Source: an optimization exercise on an open RTL-to-GDS flow (aim: small area, a short achievable clock period and few clock cycles per item). Production flows keep margins and buffers that such runs may drop. The RTL was checked by simulation tests, not by an equivalence proof against the original design.

$ cat design/flow/design.v
`default_nettype none
package elg_pkg;
  localparam int WORD_BITS = 32;
  localparam logic CMD_SIGN   = 1'b0;
  localparam logic CMD_VERIFY = 1'b1;
  localparam logic [1:0] REG_MODULUS   = 2'd0;
  localparam logic [1:0] REG_GENERATOR = 2'd1;
  localparam logic [1:0] REG_SECRET    = 2'd2;
  localparam logic [1:0] REG_PUBLIC    = 2'd3;
endpackage
`default_nettype wire
`default_nettype none
module elg_mod_unit (
  input  wire logic        abit,
  input  wire logic [31:0] r,
  input  wire logic [31:0] b,
  input  wire logic [31:0] m,
  output logic      [31:0] r_next
);
  logic [34:0] x1;
  logic [34:0] y;
  logic [34:0] z1;
  logic [34:0] z2;
  logic [34:0] v;
  logic [34:0] s1;
  logic [34:0] c1;
  logic [34:0] s2;
  logic [34:0] c2;
  logic [34:0] d1;
  logic [34:0] d2;
  always_comb begin
    y  = abit ? {3'b000, b} : 35'd0;
    x1 = {2'b00, r, 1'b1};             
    z1 = {3'b111, ~m};                 
    z2 = {2'b11, ~m, 1'b1};            
    v  = {2'b00, r, 1'b0} + y;
    s1 = x1 ^ y ^ z1;
    c1 = (x1 & y) | (x1 & z1) | (y & z1);
    s2 = x1 ^ y ^ z2;
    c2 = (x1 & y) | (x1 & z2) | (y & z2);
    d1 = s1 + {c1[33:0], 1'b0};        
    d2 = s2 + {c2[33:0], 1'b0};        
    if (!d2[34]) begin
      r_next = d2[31:0];
    end else if (!d1[34]) begin
      r_next = d1[31:0];
    end else begin
      r_next = v[31:0];
    end
  end
endmodule
module elg_mont_step (
  input  wire logic [2:0]  d,        
  input  wire logic [1:0]  q,        
  input  wire logic [35:0] s,        
  input  wire logic [35:0] c,
  input  wire logic        cin,
  input  wire logic [33:0] b,        
  input  wire logic [31:0] p,
  output logic      [35:0] s_next,
  output logic      [35:0] c_next,
  output logic             cin_next
);
  logic [37:0] ss, cc, bb, mag, xr, yr;
  logic [37:0] s1, m1, c1, s2, m2, c2;
  logic        xneg;
  logic [2:0]  lo;
  always_comb begin
    ss = {{2{s[35]}}, s};
    cc = {{2{c[35]}}, c};
    bb = {{4{b[33]}}, b};
    case (d)
      3'b001, 3'b010, 3'b101, 3'b110: mag = bb;
      3'b011, 3'b100:                 mag = {bb[36:0], 1'b0};
      default:                        mag = 38'd0;
    endcase
    xneg = d[2] & ~(d[1] & d[0]);
    xr   = xneg ? ~mag : mag;
    case (q)
      2'd1:    yr = {6'd0, p};
      2'd2:    yr = {5'd0, p, 1'b0};
      2'd3:    yr = ~{6'd0, p[31:1], 1'b0};   
      default: yr = 38'd0;
    endcase
    s1 = ss ^ cc ^ xr;
    m1 = (ss & cc) | (ss & xr) | (cc & xr);
    c1 = {m1[36:0], xneg};
    s2 = s1 ^ c1 ^ yr;
    m2 = (s1 & c1) | (s1 & yr) | (c1 & yr);
    c2 = {m2[36:0], cin};
    lo = {1'b0, s2[1:0]} + {1'b0, c2[1:0]};
    s_next   = s2[37:2];
    c_next   = c2[37:2];
    cin_next = lo[2];
  end
endmodule
module elg_mont_q (
  input  wire logic [2:0] d,
  input  wire logic [1:0] b,
  input  wire logic [1:0] s,        
  input  wire logic [1:0] c,
  input  wire logic       cin,
  input  wire logic       p1,       
  output logic      [1:0] q
);
  logic [1:0] x;
  logic       xneg;
  logic [1:0] w;
  always_comb begin
    case (d)
      3'b001, 3'b010, 3'b101, 3'b110: x = b;
      3'b011, 3'b100:                 x = {b[0], 1'b0};
      default:                        x = 2'd0;
    endcase
    xneg = d[2] & ~(d[1] & d[0]);
    w = s + c + {1'b0, cin} + (xneg ? ~x : x) + {1'b0, xneg};
    q = p1 ? w : (2'd0 - w);
  end
endmodule
`default_nettype wire
`default_nettype none
module elgamal32_sign_verify_unit (
  input  wire logic                          clk,
  input  wire logic                          rst,
  input  wire logic                          psel,
  input  wire logic                          penable,
  input  wire logic                          pwrite,
  input  wire logic [3:0]                    paddr,
  input  wire logic [31:0]                   pwdata,
  output logic [31:0]                        prdata,
  output logic                               pready,
  input  wire logic                          req_valid,
  output logic                               req_stall,
  input  wire logic [128:0]                  req_word,
  output logic                               rsp_valid,
  input  wire logic                          rsp_stall,
  output logic [65:0]                        rsp_word
);
  localparam int NS = 37;
  localparam int I_IDLE = 0;
  localparam int I_ACC = 1;
  localparam int I_OUT = 2;
  localparam int I_EX_FETCH = 3;
  localparam int I_EX_DEC = 4;
  localparam int I_EX_SQ = 5;
  localparam int I_EX_MUL = 6;
  localparam int I_EX_END = 7;
  localparam int I_EX_CVT = 8;
  localparam int I_EX_FIX = 9;
  localparam int I_PC_GH = 10;
  localparam int I_PC_GG = 11;
  localparam int I_SG_GRED = 12;
  localparam int I_SG_A = 13;
  localparam int I_SG_KRED = 14;
  localparam int I_EU_CHK = 15;
  localparam int I_EU_ALN = 16;
  localparam int I_EU_SUB = 17;
  localparam int I_EU_SWP = 18;
  localparam int I_EU_NEG = 19;
  localparam int I_SG_HR0 = 20;
  localparam int I_SG_HRED = 21;
  localparam int I_SG_HR2 = 22;
  localparam int I_SG_U = 23;
  localparam int I_SG_T1 = 24;
  localparam int I_SG_T2 = 25;
  localparam int I_SG_S0 = 26;
  localparam int I_SG_S = 27;
  localparam int I_SG_FIN = 28;
  localparam int I_VF_HRED = 29;
  localparam int I_VF_HR2 = 30;
  localparam int I_VF_ARED = 31;
  localparam int I_VF_HA0 = 32;
  localparam int I_VF_HA = 33;
  localparam int I_VF_L = 34;
  localparam int I_VF_GRED = 35;
  localparam int I_VF_CMP = 36;
  localparam logic [5:0] ST_IDLE = 6'd0;
  localparam logic [5:0] ST_ACC = 6'd1;
  localparam logic [5:0] ST_OUT = 6'd2;
  localparam logic [5:0] ST_EX_FETCH = 6'd3;
  localparam logic [5:0] ST_EX_DEC = 6'd4;
  localparam logic [5:0] ST_EX_SQ = 6'd5;
  localparam logic [5:0] ST_EX_MUL = 6'd6;
  localparam logic [5:0] ST_EX_END = 6'd7;
  localparam logic [5:0] ST_EX_CVT = 6'd8;
  localparam logic [5:0] ST_EX_FIX = 6'd9;
  localparam logic [5:0] ST_PC_GH = 6'd10;
  localparam logic [5:0] ST_PC_GG = 6'd11;
  localparam logic [5:0] ST_SG_GRED = 6'd12;
  localparam logic [5:0] ST_SG_A = 6'd13;
  localparam logic [5:0] ST_SG_KRED = 6'd14;
  localparam logic [5:0] ST_EU_CHK = 6'd15;
  localparam logic [5:0] ST_EU_ALN = 6'd16;
  localparam logic [5:0] ST_EU_SUB = 6'd17;
  localparam logic [5:0] ST_EU_SWP = 6'd18;
  localparam logic [5:0] ST_EU_NEG = 6'd19;
  localparam logic [5:0] ST_SG_HR0 = 6'd20;
  localparam logic [5:0] ST_SG_HRED = 6'd21;
  localparam logic [5:0] ST_SG_HR2 = 6'd22;
  localparam logic [5:0] ST_SG_U = 6'd23;
  localparam logic [5:0] ST_SG_T1 = 6'd24;
  localparam logic [5:0] ST_SG_T2 = 6'd25;
  localparam logic [5:0] ST_SG_S0 = 6'd26;
  localparam logic [5:0] ST_SG_S = 6'd27;
  localparam logic [5:0] ST_SG_FIN = 6'd28;
  localparam logic [5:0] ST_VF_HRED = 6'd29;
  localparam logic [5:0] ST_VF_HR2 = 6'd30;
  localparam logic [5:0] ST_VF_ARED = 6'd31;
  localparam logic [5:0] ST_VF_HA0 = 6'd32;
  localparam logic [5:0] ST_VF_HA = 6'd33;
  localparam logic [5:0] ST_VF_L = 6'd34;
  localparam logic [5:0] ST_VF_GRED = 6'd35;
  localparam logic [5:0] ST_VF_CMP = 6'd36;
  logic        req_cmd;
  logic [31:0] req_hash;
  logic [31:0] req_k;
  logic [31:0] req_ain;
  logic [31:0] req_bin;
  assign req_cmd  = req_word[128];
  assign req_hash = req_word[127:96];
  assign req_k    = req_word[95:64];
  assign req_ain  = req_word[63:32];
  assign req_bin  = req_word[31:0];
  logic [31:0] p, g, x, h;
  logic        cfg_wr;
  logic        p_small;
  logic        mont;
  assign cfg_wr  = psel & penable & pwrite;
  assign p_small = (p[31:1] == 31'd0);
  assign mont    = p[0];
  assign pready  = 1'b1;
  always_ff @(posedge clk) begin
    if (rst) begin
      p <= 32'd2;
      g <= 32'd1;
      x <= 32'd0;
      h <= 32'd1;
    end else if (cfg_wr) begin
      case (paddr[3:2])
        elg_pkg::REG_MODULUS:   p <= pwdata;
        elg_pkg::REG_GENERATOR: g <= pwdata;
        elg_pkg::REG_SECRET:    x <= pwdata;
        default:                h <= pwdata;
      endcase
    end
  end
  always_comb begin
    case (paddr[3:2])
      elg_pkg::REG_MODULUS:   prdata = p;
      elg_pkg::REG_GENERATOR: prdata = g;
      elg_pkg::REG_SECRET:    prdata = x;
      default:                prdata = h;
    endcase
  end
  logic rqv, cmdq;
  always_ff @(posedge clk) begin
    rqv  <= req_valid & ~rst;
    cmdq <= req_cmd;
  end
  logic [5:0]    sb, state_n;
  logic [NS-1:0] state;
  always_comb begin
    for (int i = 0; i < NS; i++) state[i] = (sb == i);
  end
  logic [35:0] R, R_n;       
  logic [35:0] C, C_n;       
  logic        cin, cin_n;
  logic [33:0] A, A_n;       
  logic [33:0] B, B_n;       
  logic [31:0] M, M_n;       
  logic [31:0] V1, V1_n;     
  logic [31:0] V2, V2_n;     
  logic [33:0] V3, V3_n;     
  logic        gbusy, gbusy_n;
  logic        mm, mm_n;     
  logic [2:0]  md, md_n;     
  logic [1:0]  mq, mq_n;     
  logic        glast_n;
  logic [6:0]  gcnt, gcnt_n;
  logic [4:0]  ei, ei_n;     
  logic        one, one_n;   
  logic        shamir, shamir_n;
  logic        gsplit, gsplit_n;  
  logic        pre, pre_n;        
  logic        gv, gv_n;          
  logic [33:0] GH, GH_n;
  logic [33:0] GG, GG_n;
  logic [31:0] GM, GM_n;
  logic        isvf, isvf_n;
  logic        dv1, dv1_n, dv2, dv2_n, dv3, dv3_n, dgm, dgm_n, dgg, dgg_n;
  logic        f_aln, f_sub, f_t1, f_neg, f_madd;
  logic [4:0]  j, j_n;       
  logic        neg, neg_n;   
  logic        tb, tb_n;     
  logic        se, se_n;
  logic        vf, vf_n;
  logic        stall_q, stall_n;
  logic        rv_q, rv_n;
  logic        eb1, eb2;     
  logic [31:0] r_next;
  logic [35:0] s_next, c_next;
  logic        cin_next;
  logic [35:0] t_sum;        
  logic [35:0] un;           
  logic        glast;
  logic        gl;           
  logic        gm;           
  logic        gmm;          
  logic [6:0]  gc;           
  elg_mod_unit u_mod (
    .abit   (A[31]),
    .r      (R[31:0]),
    .b      (B[31:0]),
    .m      (M),
    .r_next (r_next)
  );
  elg_mont_step u_mont (
    .d        (md),
    .q        (mq),
    .s        (R),
    .c        (C),
    .cin      (cin),
    .b        (B),
    .p        (p),
    .s_next   (s_next),
    .c_next   (c_next),
    .cin_next (cin_next)
  );
  logic [36:0] t_sum1;
  assign t_sum1 = {R, 1'b1} + {C, cin};
  assign t_sum  = t_sum1[36:1];
  assign un    = mm ? t_sum : {4'b0000, r_next};
  logic [1:0] q_first, q_next;
  logic [1:0] a_lo, b_lo;
  elg_mont_q u_qf (
    .d  ({a_lo, 1'b0}),
    .b  (b_lo),
    .s   (2'b00),
    .c   (2'b00),
    .cin (1'b0),
    .p1 (p[1]),
    .q  (q_first)
  );
  elg_mont_q u_qn (
    .d  (A[3:1]),
    .b  (B[1:0]),
    .s   (s_next[1:0]),
    .c   (c_next[1:0]),
    .cin (cin_next),
    .p1 (p[1]),
    .q  (q_next)
  );
  logic [31:0] f1, f2;
  logic [31:0] fe;
  always_comb begin
    fe = isvf ? req_hash : req_k;
    if (pre) begin
      f1 = 32'h0001_0000;
      f2 = 32'd0;
    end else if (gsplit) begin
      f1 = {16'd0, fe[31:16]};
      f2 = {16'd0, fe[15:0]};
    end else if (shamir) begin
      f1 = req_ain;
      f2 = req_bin;
    end else begin
      f1 = fe;
      f2 = 32'd0;
    end
  end
  always_ff @(posedge clk) begin
    eb1 <= f1[ei];
    eb2 <= f2[ei];
  end
  logic [33:0] base;
  always_comb begin
    case ({eb1, eb2})
      2'b01:   base = gsplit ? {2'b00, GM} : {2'b00, V2};
      2'b11:   base = gsplit ? GG : V3;
      default: base = gsplit ? GH : {2'b00, V1};
    endcase
  end
  logic [31:0] sopd, aopd;
  logic [32:0] eu_sub;
  logic [31:0] eu_add;
  always_comb begin
    if (f_aln)      sopd = {A[30:0], 1'b0};
    else if (f_t1)  sopd = R[31:0];
    else if (f_neg) sopd = B[31:0];
    else            sopd = A[31:0];
    aopd   = f_madd ? M : B[31:0];
    eu_sub = {1'b0, V1} - {1'b0, sopd};
    eu_add = R[31:0] + aopd;
  end
  typedef enum logic [2:0] {R_HOLD, R_STEP, R_ZERO, R_BASE, R_ONE, R_B, R_ADD, R_SUB} rsel_t;
  typedef enum logic [2:0] {A_HOLD, A_STEP, A_SHR, A_EXT, A_R, A_UN, A_V1, A_V3} asel_t;
  typedef enum logic [2:0] {B_HOLD, B_SHL, B_SHR, B_ONE, B_R, B_UN, B_V2, B_BASE} bsel_t;
  typedef enum logic [2:0] {V1_HOLD, V1_R, V1_M, V1_SUB, V1_A} v1sel_t;
  typedef enum logic [1:0] {V2_HOLD, V2_R, V2_ZERO} v2sel_t;
  typedef enum logic [2:0] {V3_HOLD, V3_R, V3_ZERO, V3_B, V3_SUB} v3sel_t;
  typedef enum logic [2:0] {E_G, E_H, E_X, E_K, E_HASH, E_AIN} esel_t;
  rsel_t  rs;
  asel_t  as;
  bsel_t  bs;
  v1sel_t v1s;
  v2sel_t v2s;
  v3sel_t v3s;
  esel_t  es;
  logic [31:0] ext;
  logic [6:0]  cvt_cnt;      
  assign cvt_cnt = mont ? 7'd65 : 7'd31;
  always_comb begin
    state_n  = sb;
    rs       = R_HOLD;
    as       = A_HOLD;
    bs       = B_HOLD;
    v1s      = V1_HOLD;
    v2s      = V2_HOLD;
    v3s      = V3_HOLD;
    es       = E_G;
    gm       = 1'b0;
    gmm      = 1'b0;
    gc       = 7'd31;
    gbusy_n  = gbusy;
    gcnt_n   = gcnt;
    ei_n     = ei;
    one_n    = one;
    shamir_n = shamir;
    gsplit_n = gsplit;
    pre_n    = pre;
    gv_n     = gv;
    isvf_n   = isvf;
    dv1_n    = 1'b0;
    dv2_n    = 1'b0;
    dv3_n    = 1'b0;
    dgm_n    = 1'b0;
    dgg_n    = 1'b0;
    j_n      = j;
    neg_n    = neg;
    tb_n     = tb;
    se_n     = se;
    vf_n     = vf;
    stall_n  = 1'b1;
    rv_n     = rv_q;
    gl       = 1'b0;
    if (gbusy) begin
      rs     = R_STEP;
      as     = A_STEP;
      gcnt_n = gcnt - 7'd1;
      if (gcnt == 7'd0) gbusy_n = 1'b0;
    end
    unique case (1'b1)
      state[I_IDLE]: begin
        if (rqv) begin
          isvf_n = cmdq;
          if (p_small) begin
            v2s     = V2_ZERO;
            rs      = R_ZERO;
            se_n    = ~cmdq;
            vf_n    = 1'b0;
            stall_n = 1'b0;
            state_n = ST_ACC;
          end else if (cmdq == elg_pkg::CMD_SIGN) begin
            gsplit_n = 1'b0;
            pre_n    = 1'b0;
            if (mont && gv) begin
              gsplit_n = 1'b1;
              ei_n     = 5'd15;
              one_n    = 1'b1;
              shamir_n = 1'b0;
              state_n  = ST_EX_FETCH;
            end else begin
              gl = 1'b1; as = A_EXT; es = E_G; bs = B_ONE; gc = cvt_cnt;
              state_n = ST_SG_GRED;
            end
          end else begin
            gsplit_n = 1'b0;
            pre_n    = 1'b0;
            gl = 1'b1; as = A_EXT; es = E_H; bs = B_ONE; gc = cvt_cnt;
            state_n = ST_VF_HRED;
          end
        end
      end
      state[I_ACC]: begin
        rv_n    = 1'b1;
        state_n = ST_OUT;
      end
      state[I_OUT]: begin
        if (!rsp_stall) begin
          rv_n    = 1'b0;
          state_n = ST_IDLE;
        end
      end
      state[I_EX_FETCH]: state_n = ST_EX_DEC;
      state[I_EX_DEC]: begin
        if (one) begin
          if (eb1 | eb2) begin
            rs    = R_BASE;
            one_n = 1'b0;
          end
          if (ei == 5'd0) begin
            state_n = ST_EX_END;
          end else begin
            ei_n    = ei - 5'd1;
            state_n = ST_EX_FETCH;
          end
        end else begin
          gl = 1'b1; as = A_R; bs = B_R; gmm = mont; gc = mont ? 7'd17 : 7'd31;
          state_n = ST_EX_SQ;
        end
      end
      state[I_EX_SQ]: begin
        if (glast) begin
          if (eb1 | eb2) begin
            gl = 1'b1; as = A_UN; bs = B_BASE; gmm = mont; gc = mont ? 7'd17 : 7'd31;
            state_n = ST_EX_MUL;
          end else if (ei == 5'd0) begin
            state_n = ST_EX_END;
          end else begin
            gl = 1'b1; as = A_UN; bs = B_UN; gmm = mont; gc = mont ? 7'd17 : 7'd31;
            ei_n    = ei - 5'd1;
            state_n = ST_EX_SQ;
          end
        end
      end
      state[I_EX_MUL]: begin
        if (glast) begin
          if (ei == 5'd0) begin
            state_n = ST_EX_END;
          end else begin
            gl = 1'b1; as = A_UN; bs = B_UN; gmm = mont; gc = mont ? 7'd17 : 7'd31;
            ei_n    = ei - 5'd1;
            state_n = ST_EX_SQ;
          end
        end
      end
      state[I_EX_END]: begin
        if (pre) begin
          state_n = ST_PC_GH;
        end else if (one) begin
          rs = R_ONE;
          state_n = ST_EX_FIX;
        end else if (mont) begin
          gl = 1'b1; as = A_R; bs = B_ONE; gmm = 1'b1; gc = 7'd17;
          state_n = ST_EX_CVT;
        end else begin
          state_n = ST_EX_FIX;
        end
      end
      state[I_EX_CVT]: begin
        if (glast) state_n = ST_EX_FIX;
      end
      state[I_EX_FIX]: begin
        if (R[35]) rs = R_ADD;
        if (!isvf)       state_n = ST_SG_A;
        else if (shamir) state_n = ST_VF_L;
        else             state_n = ST_VF_CMP;
      end
      state[I_PC_GH]: begin
        gl = 1'b1; as = A_V1; bs = B_R; gmm = 1'b1; gc = 7'd17;
        state_n = ST_PC_GG;
      end
      state[I_PC_GG]: begin
        if (glast) begin
          dgg_n    = 1'b1;
          gv_n     = 1'b1;
          pre_n    = 1'b0;
          gsplit_n = 1'b1;
          ei_n     = 5'd15;
          one_n    = 1'b1;
          state_n  = ST_EX_FETCH;
        end
      end
      state[I_SG_GRED]: begin
        if (glast) begin
          dv1_n    = 1'b1;
          dgm_n    = mont;
          one_n    = 1'b1;
          shamir_n = 1'b0;
          pre_n    = mont & ~gv;
          gsplit_n = mont & gv;
          ei_n     = ~mont ? 5'd31 : (gv ? 5'd15 : 5'd16);
          state_n  = ST_EX_FETCH;
        end
      end
      state[I_SG_A]: begin
        v2s = V2_R;
        gl = 1'b1; as = A_EXT; es = E_K; bs = B_ONE; gm = 1'b1;
        state_n = ST_SG_KRED;
      end
      state[I_SG_KRED]: begin
        if (glast) begin
          v1s     = V1_M;
          as      = A_UN;
          rs      = R_ZERO;
          bs      = B_ONE;
          j_n     = 5'd0;
          neg_n   = 1'b0;
          state_n = ST_EU_CHK;
        end
      end
      state[I_EU_CHK]: begin
        if (A[31:0] == 32'd0) begin
          v3s     = V3_ZERO;
          state_n = ST_SG_HR0;
        end else if (A[31:0] == 32'd1) begin
          if (neg) begin
            v1s     = V1_M;
            state_n = ST_EU_NEG;
          end else begin
            v3s     = V3_B;
            state_n = ST_SG_HR0;
          end
        end else begin
          state_n = ST_EU_ALN;
        end
      end
      state[I_EU_ALN]: begin
        if (!A[31] && !eu_sub[32]) begin
          j_n = j + 5'd1;
        end else begin
          state_n = ST_EU_SUB;
        end
      end
      state[I_EU_SUB]: begin
        if (j == 5'd0) begin
          state_n = ST_EU_SWP;
        end else begin
          as  = A_SHR;
          bs  = B_SHR;
          j_n = j - 5'd1;
        end
      end
      state[I_EU_SWP]: begin
        v1s     = V1_A;
        as      = A_V1;
        rs      = R_B;
        bs      = B_R;
        neg_n   = ~neg;
        state_n = ST_EU_CHK;
      end
      state[I_EU_NEG]: begin
        v3s     = V3_SUB;
        state_n = ST_SG_HR0;
      end
      state[I_SG_HR0]: begin
        gl = 1'b1; as = A_EXT; es = E_HASH; bs = B_ONE; gm = 1'b1;
        state_n = ST_SG_HRED;
      end
      state[I_SG_HRED]: begin
        if (glast) state_n = ST_SG_HR2;
      end
      state[I_SG_HR2]: begin
        v1s = V1_R;
        gl = 1'b1; as = A_EXT; es = E_X; bs = B_V2; gm = 1'b1;
        state_n = ST_SG_U;
      end
      state[I_SG_U]: begin
        if (glast) state_n = ST_SG_T1;
      end
      state[I_SG_T1]: begin
        rs      = R_SUB;
        tb_n    = eu_sub[32];
        state_n = ST_SG_T2;
      end
      state[I_SG_T2]: begin
        if (tb) rs = R_ADD;
        state_n = ST_SG_S0;
      end
      state[I_SG_S0]: begin
        gl = 1'b1; as = A_V3; bs = B_R; gm = 1'b1;
        state_n = ST_SG_S;
      end
      state[I_SG_S]: begin
        if (glast) state_n = ST_SG_FIN;
      end
      state[I_SG_FIN]: begin
        se_n    = (R[31:0] == 32'd0);
        vf_n    = 1'b0;
        stall_n = 1'b0;
        state_n = ST_ACC;
      end
      state[I_VF_HRED]: begin
        if (glast) state_n = ST_VF_HR2;
      end
      state[I_VF_HR2]: begin
        v1s = V1_R;
        gl = 1'b1; as = A_EXT; es = E_AIN; bs = B_ONE; gc = cvt_cnt;
        state_n = ST_VF_ARED;
      end
      state[I_VF_ARED]: begin
        if (glast) begin
          dv2_n = 1'b1;
          state_n = ST_VF_HA0;
        end
      end
      state[I_VF_HA0]: begin
        gl = 1'b1; as = A_V1; bs = B_R; gmm = mont; gc = mont ? 7'd17 : 7'd31;
        state_n = ST_VF_HA;
      end
      state[I_VF_HA]: begin
        if (glast) begin
          dv3_n    = 1'b1;
          ei_n     = 5'd31;
          one_n    = 1'b1;
          shamir_n = 1'b1;
          gsplit_n = 1'b0;
          pre_n    = 1'b0;
          state_n  = ST_EX_FETCH;
        end
      end
      state[I_VF_L]: begin
        v3s = V3_R;
        if (mont && gv) begin
          gsplit_n = 1'b1;
          pre_n    = 1'b0;
          shamir_n = 1'b0;
          ei_n     = 5'd15;
          one_n    = 1'b1;
          state_n  = ST_EX_FETCH;
        end else begin
          gl = 1'b1; as = A_EXT; es = E_G; bs = B_ONE; gc = cvt_cnt;
          state_n = ST_VF_GRED;
        end
      end
      state[I_VF_GRED]: begin
        if (glast) begin
          dv1_n    = 1'b1;
          dgm_n    = mont;
          one_n    = 1'b1;
          shamir_n = 1'b0;
          pre_n    = mont & ~gv;
          gsplit_n = mont & gv;
          ei_n     = ~mont ? 5'd31 : (gv ? 5'd15 : 5'd16);
          state_n  = ST_EX_FETCH;
        end
      end
      state[I_VF_CMP]: begin
        vf_n    = (R[33:0] == V3);
        se_n    = 1'b0;
        v2s     = V2_ZERO;
        rs      = R_ZERO;
        stall_n = 1'b0;
        state_n = ST_ACC;
      end
      default: state_n = ST_IDLE;
    endcase
    if (gl) begin
      rs      = R_ZERO;
      gbusy_n = 1'b1;
      gcnt_n  = gc;
    end
  end
  always_comb begin
    if (state[I_EX_SQ] || state[I_EX_MUL]) begin
      a_lo = t_sum[1:0];
      b_lo = (state[I_EX_SQ] && (eb1 | eb2)) ? base[1:0] : t_sum[1:0];
    end else if (state[I_PC_GH]) begin
      a_lo = V1[1:0];
      b_lo = R[1:0];
    end else if (state[I_VF_HA0]) begin
      a_lo = V1[1:0];
      b_lo = R[1:0];
    end else if (state[I_EX_END]) begin
      a_lo = R[1:0];
      b_lo = 2'd1;
    end else begin
      a_lo = R[1:0];
      b_lo = R[1:0];
    end
  end
  always_comb begin
    case (es)
      E_G:     ext = g;
      E_H:     ext = h;
      E_X:     ext = x;
      E_K:     ext = req_k;
      E_HASH:  ext = req_hash;
      default: ext = req_ain;
    endcase
  end
  always_comb begin
    case (rs)
      R_HOLD:  R_n = R;
      R_STEP:  R_n = mm ? (glast ? t_sum : s_next) : {4'b0000, r_next};
      R_ZERO:  R_n = 36'd0;
      R_BASE:  R_n = {{2{base[33]}}, base};
      R_ONE:   R_n = 36'd1;
      R_B:     R_n = {{2{B[33]}}, B};
      R_ADD:   R_n = {4'b0000, eu_add};
      default: R_n = {4'b0000, eu_sub[31:0]};
    endcase
    case (as)
      A_HOLD:  A_n = A;
      A_STEP:  A_n = mm ? {{2{A[33]}}, A[33:2]} : {A[32:0], 1'b0};
      A_SHR:   A_n = {3'b000, A[31:1]};
      A_EXT:   A_n = {2'b00, ext};
      A_R:     A_n = R[33:0];
      A_UN:    A_n = un[33:0];
      A_V1:    A_n = {2'b00, V1};
      default: A_n = V3;
    endcase
    case (bs)
      B_HOLD:  B_n = B;
      B_SHL:   B_n = {2'b00, B[30:0], 1'b0};
      B_SHR:   B_n = {3'b000, B[31:1]};
      B_ONE:   B_n = 34'd1;
      B_R:     B_n = R[33:0];
      B_UN:    B_n = un[33:0];
      B_V2:    B_n = {2'b00, V2};
      default: B_n = base;
    endcase
    case (v1s)
      V1_R:    V1_n = R[31:0];
      V1_M:    V1_n = M;
      V1_SUB:  V1_n = eu_sub[31:0];
      V1_A:    V1_n = A[31:0];
      default: V1_n = V1;
    endcase
    case (v2s)
      V2_R:    V2_n = R[31:0];
      V2_ZERO: V2_n = 32'd0;
      default: V2_n = V2;
    endcase
    case (v3s)
      V3_R:    V3_n = R[33:0];
      V3_ZERO: V3_n = 34'd0;
      V3_B:    V3_n = B;
      V3_SUB:  V3_n = {2'b00, eu_sub[31:0]};
      default: V3_n = V3;
    endcase
    M_n  = gl ? (gm ? (p - 32'd1) : p) : M;
    mm_n = gl ? gmm : mm;
    GH_n = state[I_PC_GH] ? R[33:0] : GH;
    GG_n = dgg ? R[33:0] : GG;
    GM_n = dgm ? R[31:0] : GM;
    if (dv1) V1_n = R[31:0];
    if (dv2) V2_n = R[31:0];
    if (dv3) V3_n = R[33:0];
    if (f_aln & ~A[31] & ~eu_sub[32]) begin
      A_n = {A[32:0], 1'b0};
      B_n = {B[32:0], 1'b0};
    end
    if (f_sub & ~eu_sub[32]) begin
      V1_n = eu_sub[31:0];
      R_n  = {4'b0000, eu_add};
    end
    C_n   = gl ? 36'd0 : ((gbusy & mm & ~glast) ? c_next : C);
    cin_n = gl ? 1'b0 : ((gbusy & mm & ~glast) ? cin_next : cin);
    md_n    = gl ? {a_lo, 1'b0} : ((gbusy & mm & ~glast) ? A[3:1] : md);
    mq_n    = gl ? q_first : ((gbusy & mm & ~glast) ? q_next : mq);
    glast_n = gbusy_n & (gcnt_n == 7'd0);
  end
  always_ff @(posedge clk) begin
    R      <= R_n;
    C      <= C_n;
    cin    <= cin_n;
    A      <= A_n;
    B      <= B_n;
    M      <= M_n;
    V1     <= V1_n;
    V2     <= V2_n;
    V3     <= V3_n;
    mm     <= mm_n;
    md     <= md_n;
    mq     <= mq_n;
    gcnt   <= gcnt_n;
    ei     <= ei_n;
    one    <= one_n;
    shamir <= shamir_n;
    gsplit <= gsplit_n;
    pre    <= pre_n;
    GH     <= GH_n;
    GG     <= GG_n;
    GM     <= GM_n;
    isvf   <= isvf_n;
    dv1    <= dv1_n;
    dv2    <= dv2_n;
    dv3    <= dv3_n;
    dgm    <= dgm_n;
    dgg    <= dgg_n;
    f_aln  <= (state_n == ST_EU_ALN);
    f_sub  <= (state_n == ST_EU_SUB);
    f_t1   <= (state_n == ST_SG_T1);
    f_neg  <= (state_n == ST_EU_NEG);
    f_madd <= (state_n == ST_SG_T2) || (state_n == ST_EX_FIX);
    j      <= j_n;
    neg    <= neg_n;
    tb     <= tb_n;
    se     <= se_n;
    vf     <= vf_n;
    if (rst) begin
      sb      <= ST_IDLE;
      gv      <= 1'b0;
      gbusy   <= 1'b0;
      glast   <= 1'b0;
      stall_q <= 1'b1;
      rv_q    <= 1'b0;
    end else begin
      sb      <= state_n;
      gv      <= gv_n & ~(cfg_wr & (paddr[3:2] == elg_pkg::REG_MODULUS || paddr[3:2] == elg_pkg::REG_GENERATOR));
      gbusy   <= gbusy_n;
      glast   <= glast_n;
      stall_q <= stall_n;
      rv_q    <= rv_n;
    end
  end
  assign req_stall = stall_q;
  assign rsp_valid = rv_q;
  assign rsp_word  = {V2, R[31:0], se, vf};
endmodule
`default_nettype wire
$ cat design/flow/run.sh
#!/bin/bash
# synth_recipe.tcl (not shown) runs the flow's synth.tcl, then flattens the netlist and writes it again
# the make line also repeats each setting of config.mk as NAME=value (left out here)
make -C /OpenROAD-flow-scripts/flow DESIGN_CONFIG=/design/flow/config.mk WORK_HOME=/design/flow/orfs CLKGATE_MAP_FILE= SYNTH_SCRIPT=/design/flow/synth_recipe.tcl finish
$ cat design/flow/config.mk
export PLATFORM = sky130hd
export DESIGN_NAME = elgamal32_sign_verify_unit
export DESIGN_NICKNAME = elgamal32_sign_verify_unit
export VERILOG_FILES = /design/flow/design.v
export SDC_FILE = /design/flow/constraint.sdc
export NUM_CORES = 4
export LEC_CHECK = 0
export CAP_MARGIN = 20
export CORE_MARGIN = 2
export CORE_UTILIZATION = 40
export SETUP_SLACK_MARGIN = 5
export SLEW_MARGIN = 20
$ cat design/flow/constraint.sdc
create_clock -name core_clock -period 10.0 [get_ports {clk}]
set_input_delay 2.0000 -clock core_clock [delete_from_list [all_inputs] [get_ports {clk}]]
set_output_delay 2.0000 -clock core_clock [all_outputs]
set_load 0.01 [all_outputs]
==> results of run 1 <==
worst max path at each step:
stage,startpoint,to,slack [ns],depth (start not counted)
after floorplan,paddr[2],prdata[11],5.02,4
after global placement,f_neg,A[21],3.42,18
after detailed placement,f_neg,A[21],3.37,18
after CTS,paddr[3],prdata[24],4.84,4
after global routing,A[31],A[21],4.88,20
final,sb[2],A[21],4.84,11
per-layer routing:
metal / share of wire / GRT usage / routed length [µm] / vias up
met5: 0.00087 / 0.00629 / 248 / -
met4: 0.092 / 0.303 / 26400 / 22
met3: 0.14 / 0.162 / 40800 / 1222
met2: 0.41 / 0.609 / 117000 / 4512
met1: 0.35 / 0.505 / 102000 / 26900
li1: - / - / - / 23100
cell families (layout without fill, tap and decap cells):
group,Yosys count,in the layout,share of synthesized area
other cells,1,11,0.0000734
fa+ha+maj,347,347,0.106
buf+inv,773,975,0.0604
compound gates,2067,2067,0.266
simple gates,1845,1845,0.167
flops,556,556,0.287
xor+xnor,260,260,0.0446
mux,264,264,0.0681
flip-flops by register name (all words and copies together), names as in the netlist, 2 cells and up:
name / flops
sb: 6
gcnt: 7
j: 5
p: 32
x: 32
V1: 32
M: 32
mq: 2
ei: 5
V3: 34
A: 34
GM: 32
GH: 34
B: 34
md: 3
GG: 34
g: 32
V2: 32
R: 36
C: 36
h: 32
placed cells by master (no fill, tap or decap), types with 174 or more instances in the layout:
cell type        count
dfxtp_1            194
nand2_1            780
a21oi_1            572
ha_1               174
buf_4              275
o21ai_0            345
inv_1              220
clkdlybuf4s50_1    234
nor2_1             367
edfxtp_1           352
critical path, stage by stage, from the launching register on:
cell	delay, ns
dfxtp_1	0.30
buf_4	0.25
nor4_2	0.72
nand3_1	0.35
a31oi_1	0.57
a21o_1	0.47
nor2_1	0.12
a31o_1	0.42
nor3_4	0.70
buf_4	0.43
o211ai_1	0.33
a211oi_1	0.32
through the flow:
step / cells / util
after floorplan: 6113 / -
after global placement: 7695 / 0.435
after detailed placement: 7695 / 0.435
after CTS: 7909 / 0.468
after global routing: 7977 / 0.478
final: 7987 / 0.478
layout make-up:
type                            count  area (µm²)
Antenna cell                       10        25.0
Clock buffer                      103        2120
Clock inverter                     31         379
Fill cell                       12400       66400
Inverter                          230         892
Multi-Input combinational cell   4784       34700
Sequential cell                   556       14700
Tap cell                         1662        2080
Timing Repair Buffer              611        5960
timing repair:
action                                 4_1_cts  5_1_grt
cloned                                      12        3
endpoints found under the hold margin        0        0
setup buffers                               68       64
setup endpoints to repair                  318      199
gates resized for setup                    291      172
pin swaps                                   32       34
==> flow_summary.json, run 1 <==
{
  "finalHoldViolations": 0,
  "synth_area_um2": 51100,
  "firstDrtPassIters": 10,
  "clock_skew_ns": 0.0338,
  "required_ns": 10.54,
  "cts.path.max_buffers": 3,
  "ys.flop_type": "edfxtp_1",
  "timing.final.crit_share": 0.516,
  "rsz0062_at_grt": "yes",
  "outcome": "timing/DRC/antenna clean",
  "grt_max_degree": 108,
  "num_rows": 131,
  "viasPerCell": 6.97,
  "start_util": 0.401,
  "vias": 55700,
  "ys_async_sr_fraction": 0,
  "gp_congestion": 1.10,
  "worst_pin_slew_ns": 1.26,
  "dp_hpwl_mm": 204,
  "path_clk_slew_ns": 0.06,
  "cts_tree": "yes",
  "grt_antenna_before_repair": 25,
  "whs_ns": 0.471,
  "cp-start-kind": "flip-flop",
  "synth.distinct_cells": 107,
  "ys_top_cells_by_area": "edfxtp_1 21%, dfxtp_1 8.0%, nand2_1 5.9%, a21oi_1 5.8%, fa_1 5.7%",
  "grtUsageTotal": 0.420,
  "area_delta_synth_final_pct": 19.1,
  "io_buffers": 269,
  "tns_ns": 0,
  "fp.dieW_um": 361,
  "clk_latency_ns": 0.71,
  "syn_nets": 6632,
  "hold_start": "g[19]",
  "slew_violations": 0,
  "ys_seq_elements": 556,
  "r2r-end": "A[21]",
  "synth-edff-count": 352,
  "worstHoldPathCells": 2,
  "fin_area_um2": 60800,
  "max_cap_violations": 0,
  "finalCriticalPeriod_ns": 5.16,
  "relSlewSlack": 0.152,
  "drtAntennaViolNets": 0,
  "grt-ovfl-total": 0,
  "clock-sinks": 556,
  "drc_errors": 0,
  "yosysWarnings": 4,
  "synth_common_cells": "803 x nand2_1, 593 x a21oi_1, 425 x clkbuf_1",
  "wl_per_cell_um": 35.8,
  "ff2ff_path_depth": 11,
  "final-setup-viol-count": 0,
  "cts_made_buffers": 73,
  "fp.dieH_um": 361,
  "grt_pass1_vias": 50800,
  "synth_area_leader_cell": "edfxtp_1",
  "avgSynthCellArea_um2": 8.35,
  "ff2ff_setup_slack_ns": 4.84,
  "critPathMaxFanout": 38,
  "core_um2": 127000,
  "root_buffer": "clkbuf_16",
  "initialDrtViolationCount": 9231,
  "arrival_ns": 5.70,
  "timing.rr.start": "sb[2]",
  "design.die.area_um2": 131000,
  "fin_nets": 6775,
  "grt_pass1_wl_mm": 392,
  "postCtsHoldBufs": 0,
  "drt_wl_total_mm": 286,
  "pre_cts_ws_ns": 3.37,
  "netlist_instances": 6113,
  "hold_path.class": "reg2reg",
  "worst-setup-path-type": "reg2reg",
  "io_pins": 273,
  "hold_end": "g[19]",
  "synth_top_area_frac": 0.207,
  "yosysMostFrequentCell": "nand2_1",
  "dpl_cell_area_um2": 55300,
  "htreeDepth": 3,
  "timing.final.ws_setup_ns": 4.84,
  "drive_gt1_frac": 0.142,
  "ys_seq_area_frac": 0.287,
  "cp-end-kind": "flip-flop",
  "max_freq_mhz": 194
}
Testbench counts, summed over its fixed seeds: cycles 367,076, items 320.
==> run 2: changes to the inputs <==
--- a/design/flow/design.v
+++ b/design/flow/design.v
@@ -117,6 +117,68 @@
     q = p1 ? w : (2'd0 - w);
   end
 endmodule
+module elg_mont_look (
+  input  wire logic [5:0] s,
+  input  wire logic [5:0] c,
+  input  wire logic       cin,
+  input  wire logic [2:0] d0,       
+  input  wire logic [2:0] d1,
+  input  wire logic [2:0] d2,
+  input  wire logic [1:0] q0,       
+  input  wire logic [5:0] b,
+  input  wire logic [5:0] p,
+  output logic      [1:0] q1,
+  output logic      [1:0] q2
+);
+  logic [5:0] mag0, x0, y0;
+  logic [3:0] mag1, x1, y1;
+  logic [1:0] mag2, x2;
+  logic       n0, n1, n2;
+  logic [5:0] l1;
+  logic [3:0] l2;
+  logic [1:0] w1, w2;
+  always_comb begin
+    case (d0)
+      3'b001, 3'b010, 3'b101, 3'b110: mag0 = b;
+      3'b011, 3'b100:                 mag0 = {b[4:0], 1'b0};
+      default:                        mag0 = 6'd0;
+    endcase
+    n0 = d0[2] & ~(d0[1] & d0[0]);
+    x0 = n0 ? ~mag0 : mag0;
+    case (q0)
+      2'd1:    y0 = p;
+      2'd2:    y0 = {p[4:0], 1'b0};
+      2'd3:    y0 = ~{p[5:1], 1'b0};
+      default: y0 = 6'd0;
+    endcase
+    l1 = s + c + {5'd0, cin} + x0 + {5'd0, n0} + y0;
+    case (d1)
+      3'b001, 3'b010, 3'b101, 3'b110: mag1 = b[3:0];
+      3'b011, 3'b100:                 mag1 = {b[2:0], 1'b0};
+      default:                        mag1 = 4'd0;
+    endcase
+    n1 = d1[2] & ~(d1[1] & d1[0]);
+    x1 = n1 ? ~mag1 : mag1;
+    w1 = l1[3:2] + x1[1:0] + {1'b0, n1};
+    q1 = p[1] ? w1 : (2'd0 - w1);
+    case (q1)
+      2'd1:    y1 = p[3:0];
+      2'd2:    y1 = {p[2:0], 1'b0};
+      2'd3:    y1 = ~{p[3:1], 1'b0};
+      default: y1 = 4'd0;
+    endcase
+    l2 = l1[5:2] + x1 + {3'd0, n1} + y1;
+    case (d2)
+      3'b001, 3'b010, 3'b101, 3'b110: mag2 = b[1:0];
+      3'b011, 3'b100:                 mag2 = {b[0], 1'b0};
+      default:                        mag2 = 2'd0;
+    endcase
+    n2 = d2[2] & ~(d2[1] & d2[0]);
+    x2 = n2 ? ~mag2 : mag2;
+    w2 = l2[3:2] + x2 + {1'b0, n2};
+    q2 = p[1] ? w2 : (2'd0 - w2);
+  end
+endmodule
 `default_nettype wire
 `default_nettype none
 module elgamal32_sign_verify_unit (
@@ -314,7 +376,10 @@
     .m      (M),
     .r_next (r_next)
   );
-  elg_mont_step u_mont (
+  logic [35:0] s_mid, c_mid;
+  logic        cin_mid;
+  logic [1:0]  q_mid, q_nx;
+  elg_mont_step u_mont1 (
     .d        (md),
     .q        (mq),
     .s        (R),
@@ -322,15 +387,40 @@
     .cin      (cin),
     .b        (B),
     .p        (p),
+    .s_next   (s_mid),
+    .c_next   (c_mid),
+    .cin_next (cin_mid)
+  );
+  elg_mont_step u_mont2 (
+    .d        (A[3:1]),
+    .q        (q_mid),
+    .s        (s_mid),
+    .c        (c_mid),
+    .cin      (cin_mid),
+    .b        (B),
+    .p        (p),
     .s_next   (s_next),
     .c_next   (c_next),
     .cin_next (cin_next)
   );
+  elg_mont_look u_look (
+    .s   (R[5:0]),
+    .c   (C[5:0]),
+    .cin (cin),
+    .d0  (md),
+    .d1  (A[3:1]),
+    .d2  (A[5:3]),
+    .q0  (mq),
+    .b   (B[5:0]),
+    .p   (p[5:0]),
+    .q1  (q_mid),
+    .q2  (q_nx)
+  );
   logic [36:0] t_sum1;
   assign t_sum1 = {R, 1'b1} + {C, cin};
   assign t_sum  = t_sum1[36:1];
   assign un    = mm ? t_sum : {4'b0000, r_next};
-  logic [1:0] q_first, q_next;
+  logic [1:0] q_first;
   logic [1:0] a_lo, b_lo;
   elg_mont_q u_qf (
     .d  ({a_lo, 1'b0}),
@@ -341,15 +431,6 @@
     .p1 (p[1]),
     .q  (q_first)
   );
-  elg_mont_q u_qn (
-    .d  (A[3:1]),
-    .b  (B[1:0]),
-    .s   (s_next[1:0]),
-    .c   (c_next[1:0]),
-    .cin (cin_next),
-    .p1 (p[1]),
-    .q  (q_next)
-  );
   logic [31:0] f1, f2;
   logic [31:0] fe;
   always_comb begin
@@ -408,7 +489,7 @@
   esel_t  es;
   logic [31:0] ext;
   logic [6:0]  cvt_cnt;      
-  assign cvt_cnt = mont ? 7'd65 : 7'd31;
+  assign cvt_cnt = mont ? 7'd67 : 7'd31;
   always_comb begin
     state_n  = sb;
     rs       = R_HOLD;
@@ -505,19 +586,19 @@
             state_n = ST_EX_FETCH;
           end
         end else begin
-          gl = 1'b1; as = A_R; bs = B_R; gmm = mont; gc = mont ? 7'd17 : 7'd31;
+          gl = 1'b1; as = A_R; bs = B_R; gmm = mont; gc = mont ? 7'd9 : 7'd31;
           state_n = ST_EX_SQ;
         end
       end
       state[I_EX_SQ]: begin
         if (glast) begin
           if (eb1 | eb2) begin
-            gl = 1'b1; as = A_UN; bs = B_BASE; gmm = mont; gc = mont ? 7'd17 : 7'd31;
+            gl = 1'b1; as = A_UN; bs = B_BASE; gmm = mont; gc = mont ? 7'd9 : 7'd31;
             state_n = ST_EX_MUL;
           end else if (ei == 5'd0) begin
             state_n = ST_EX_END;
           end else begin
-            gl = 1'b1; as = A_UN; bs = B_UN; gmm = mont; gc = mont ? 7'd17 : 7'd31;
+            gl = 1'b1; as = A_UN; bs = B_UN; gmm = mont; gc = mont ? 7'd9 : 7'd31;
             ei_n    = ei - 5'd1;
             state_n = ST_EX_SQ;
           end
@@ -528,7 +609,7 @@
           if (ei == 5'd0) begin
             state_n = ST_EX_END;
           end else begin
-            gl = 1'b1; as = A_UN; bs = B_UN; gmm = mont; gc = mont ? 7'd17 : 7'd31;
+            gl = 1'b1; as = A_UN; bs = B_UN; gmm = mont; gc = mont ? 7'd9 : 7'd31;
             ei_n    = ei - 5'd1;
             state_n = ST_EX_SQ;
           end
@@ -541,7 +622,7 @@
           rs = R_ONE;
           state_n = ST_EX_FIX;
         end else if (mont) begin
-          gl = 1'b1; as = A_R; bs = B_ONE; gmm = 1'b1; gc = 7'd17;
+          gl = 1'b1; as = A_R; bs = B_ONE; gmm = 1'b1; gc = 7'd9;
           state_n = ST_EX_CVT;
         end else begin
           state_n = ST_EX_FIX;
@@ -557,7 +638,7 @@
         else             state_n = ST_VF_CMP;
       end
       state[I_PC_GH]: begin
-        gl = 1'b1; as = A_V1; bs = B_R; gmm = 1'b1; gc = 7'd17;
+        gl = 1'b1; as = A_V1; bs = B_R; gmm = 1'b1; gc = 7'd9;
         state_n = ST_PC_GG;
       end
       state[I_PC_GG]: begin
@@ -695,7 +776,7 @@
         end
       end
       state[I_VF_HA0]: begin
-        gl = 1'b1; as = A_V1; bs = B_R; gmm = mont; gc = mont ? 7'd17 : 7'd31;
+        gl = 1'b1; as = A_V1; bs = B_R; gmm = mont; gc = mont ? 7'd9 : 7'd31;
         state_n = ST_VF_HA;
       end
       state[I_VF_HA]: begin
@@ -792,7 +873,7 @@
     endcase
     case (as)
       A_HOLD:  A_n = A;
-      A_STEP:  A_n = mm ? {{2{A[33]}}, A[33:2]} : {A[32:0], 1'b0};
+      A_STEP:  A_n = mm ? {{4{A[33]}}, A[33:4]} : {A[32:0], 1'b0};
       A_SHR:   A_n = {3'b000, A[31:1]};
       A_EXT:   A_n = {2'b00, ext};
       A_R:     A_n = R[33:0];
@@ -847,8 +928,8 @@
     end
     C_n   = gl ? 36'd0 : ((gbusy & mm & ~glast) ? c_next : C);
     cin_n = gl ? 1'b0 : ((gbusy & mm & ~glast) ? cin_next : cin);
-    md_n    = gl ? {a_lo, 1'b0} : ((gbusy & mm & ~glast) ? A[3:1] : md);
-    mq_n    = gl ? q_first : ((gbusy & mm & ~glast) ? q_next : mq);
+    md_n    = gl ? {a_lo, 1'b0} : ((gbusy & mm & ~glast) ? A[5:3] : md);
+    mq_n    = gl ? q_first : ((gbusy & mm & ~glast) ? q_nx : mq);
     glast_n = gbusy_n & (gcnt_n == 7'd0);
   end
   always_ff @(posedge clk) begin
==> run 2 against run 1 <==
Net effect:
- still clean on timing, DRC and antenna
- cell count increased by 8.0%
- synthesized area increased by 8.0%
- clock skew decreased by 0.010 ns
- core utilization increased by 0.65 points
- non-clock buffer count increased by 77
- first-iteration DRC count decreased by 0.70%
- setup slack got worse by 1.0 ns
- critical path depth increased by 15
- critical path type unchanged
- critical endpoint is now mq[1]
- largest cell class unchanged
==> flow_summary.json, run 2 <==
{
  "outcome": "timing/DRC/antenna clean",
  "avgSynthCellArea_um2": 8.37,
  "root_buffer": "clkbuf_16",
  "crit_family": "adder cells",
  "worst-setup-path-type": "reg2reg",
  "max_cap_violations": 0,
  "slew_violations": 0,
  "fin_nets": 7387,
  "tns_ns": 0,
  "finalHoldViolations": 0,
  "cp-start-kind": "flip-flop",
  "cts.path.max_buffers": 3,
  "drive_gt1_frac": 0.163,
  "start_util": 0.402,
  "seqCellArea_um2": 14700,
  "grt_antenna_before_repair": 10,
  "hold_path.class": "reg2reg",
  "cts_tree": "yes",
  "clock-sinks": 556,
  "gp_congestion": 1.01,
  "synth_area_um2": 55200,
  "firstDrtPassIters": 10,
  "fin_util": 0.485,
  "dp_hpwl_mm": 201,
  "grt_pass1_wl_mm": 400,
  "fp.dieH_um": 375,
  "clock_skew_ns": 0.0236,
  "synth.distinct_cells": 121,
  "core_um2": 137000,
  "arrival_ns": 6.60,
  "ys_seq_elements": 556,
  "grt_max_degree": 111,
  "largest_registers": "C x36, R x36",
  "relSlewSlack": 0.165,
  "multi_input_area_um2": 38600,
  "netlist_instances": 6588,
  "cts_made_buffers": 69,
  "final_common_cell": "nand2_1",
  "ys_top_cells_by_area": "edfxtp_1 19%, fa_1 8.2%, dfxtp_1 7.4%, a21oi_1 5.7%, nand2_1 5.1%",
  "synth_common_cells": "751 x nand2_1, 626 x a21oi_1, 536 x nor2_1",
  "io_pins": 273,
  "critical_path_buf_inv_count": 5,
  "required_ns": 10.40,
  "design.die.area_um2": 141000,
  "area_delta_synth_final_pct": 20.5,
  "timing.rr.start": "mq[0]",
  "clk_latency_ns": 0.67,
  "synth_top_area_frac": 0.192,
  "crit_path_start": "mq[0]",
  "rsz0062_at_grt": "yes",
  "fp.dieW_um": 375,
  "drt_wl_total_mm": 289,
  "grt-ovfl-total": 0,
  "drtAntennaViolNets": 0,
  "fill_cells": 13100,
  "grt_pass1_vias": 54500,
  "vias": 58300,
  "ys.flop_type": "edfxtp_1",
  "grtUsageTotal": 0.393,
  "cp-end-kind": "flip-flop",
  "ys_seq_area_frac": 0.266,
  "postCtsHoldBufs": 0,
  "wl_per_cell_um": 33.5,
  "drc_errors": 0,
  "num_rows": 136,
  "htreeDepth": 3,
  "synth_area_leader_cell": "edfxtp_1",
  "hold_start": "x[3]",
  "timing.final.crit_share": 0.620,
  "yosysWarnings": 5,
  "final-setup-viol-count": 0,
  "syn_nets": 7197,
  "mostFrequentLayoutCells": "726 x nand2_1, 601 x a21oi_1, 514 x nor2_1",
  "dpl.cell_count": 8254,
  "crit_slowest_cell": "fa_1",
  "viasPerCell": 6.76,
  "max_freq_mhz": 161,
  "initialDrtViolationCount": 9166,
  "ys_async_sr_fraction": 0,
  "yosysMostFrequentCell": "nand2_1",
  "critPathMaxStageDelay_ns": 0.50,
  "finalCriticalPeriod_ns": 6.20,
  "synth-edff-count": 352,
  "io_buffers": 269,
  "worst_pin_slew_ns": 1.25,
  "critPathMaxFanout": 5,
  "instances_no_fill": 8627,
  "whs_ns": 0.466,
  "path_clk_slew_ns": 0.06
}
-- run 2: cell count changes after synthesis, moves of 35 or more --
cell,change
a221oi_1,+61
buf_2,+43
clkbuf_1,-45
fa_1,+81
inv_1,+205
mux2i_1,-35
nand2_1,-52
nand3_1,-50
nor2_1,+155
o211ai_1,-61
xnor2_1,+48
-- run 2: area by class of cell --
cell class,instances,share of cell area
Inverter,438,0.0253
Tap cell,1794,0.0338
Clock buffer,85,0.0278
Timing Repair Buffer,688,0.106
Sequential cell,556,0.221
Multi-Input combinational cell,5025,0.581
Clock inverter,35,0.00534
Antenna cell,6,0.000226
-- run 2: repair_timing --
action / CTS / global route
pin swaps: 104 / 83
setup endpoints to repair: 405 / 353
resized for setup: 472 / 232
gates cloned: 19 / 6
endpoints found under the hold margin: 0 / 0
setup buffers: 155 / 67
-- run 2: routing by layer --
metal,share of wire,track usage,vias to the layer above
met5,0.00026,0.000343,-
met4,0.083,0.266,8
met3,0.15,0.140,1118
met2,0.41,0.574,4850
met1,0.36,0.485,28000
li1,-,-,24400
-- run 2: path summary, 6_finish.rpt --
path                            cells past startpoint    end  slack, ns
worst min register to register                      2   x[3]       0.47
worst max-delay path                               26  mq[1]       3.80
worst max register to register                     26  mq[1]       3.80
worst min-delay path                                2   x[3]       0.47
-- run 2: per-stage QoR --
stage | cell area (µm²) | setup slack, ns
after floorplan | 55400 | 4.06
after global placement | 59400 | 2.76
after detailed placement | 59400 | 2.74
after CTS | 64800 | 3.77
after global routing | 66500 | 3.63
final | 66500 | 3.80
-- run 2: worst min-delay path: stages (launching register included) --
cell	delay (ns)
dfxtp_1	0.32
nand2_1	0.05
a21oi_1	0.05
-- run 2: logic make-up (layout without fill, tap and decap cells) --
| group | after synthesis | after routing | share of synthesized area |
|---|---|---|---|
| AOI/OAI and AO/OA | 2062 | 2062 | 0.248 |
| xor gates and xnor gates | 341 | 341 | 0.0548 |
| adders and majority gates | 437 | 437 | 0.130 |
| buffers and inverters | 1011 | 1246 | 0.0729 |
| DFF | 556 | 556 | 0.266 |
| muxes | 267 | 267 | 0.0712 |
| other | 1 | 7 | 0.0000680 |
| and+or+nand+nor | 1913 | 1917 | 0.158 |
Testbench counts of run 2, summed over its fixed seeds: cycles 235,096, items 320.

-- static timing again, ports no longer ideal --
No port has a modelled driver above. Below, the same layouts with a new extraction and two added sets of constraints.
Step 1, drivers: a clkbuf_16 drives clk and a buf_2 each remaining input, both assumed.
Step 2 adds t to the input delays and takes it off the output delays; t is the mean of the earliest and latest rising clock arrival at the registers after step 1. Input paths then give back, and output paths get back, about the clock's delay inside the block.
a / b / c = ideal / step 1 / step 2; a / b = the first two.
run	shift t [ns]	setup slack, ns	hold slack, ns	worst register clock-pin slew, ns
run 1	0.777	4.836 / 4.796 / 4.796	0.471 / 0.471 / 0.471	0.07 / 0.07
run 2	0.739	3.801 / 3.801 / 3.801	0.466 / 0.466 / 0.466	0.07 / 0.07
After both steps every run listed still meets setup and hold. For run 1, which loses most, drivers alone change the setup slack by -0.040 ns; drivers and shift together by -0.040 ns.
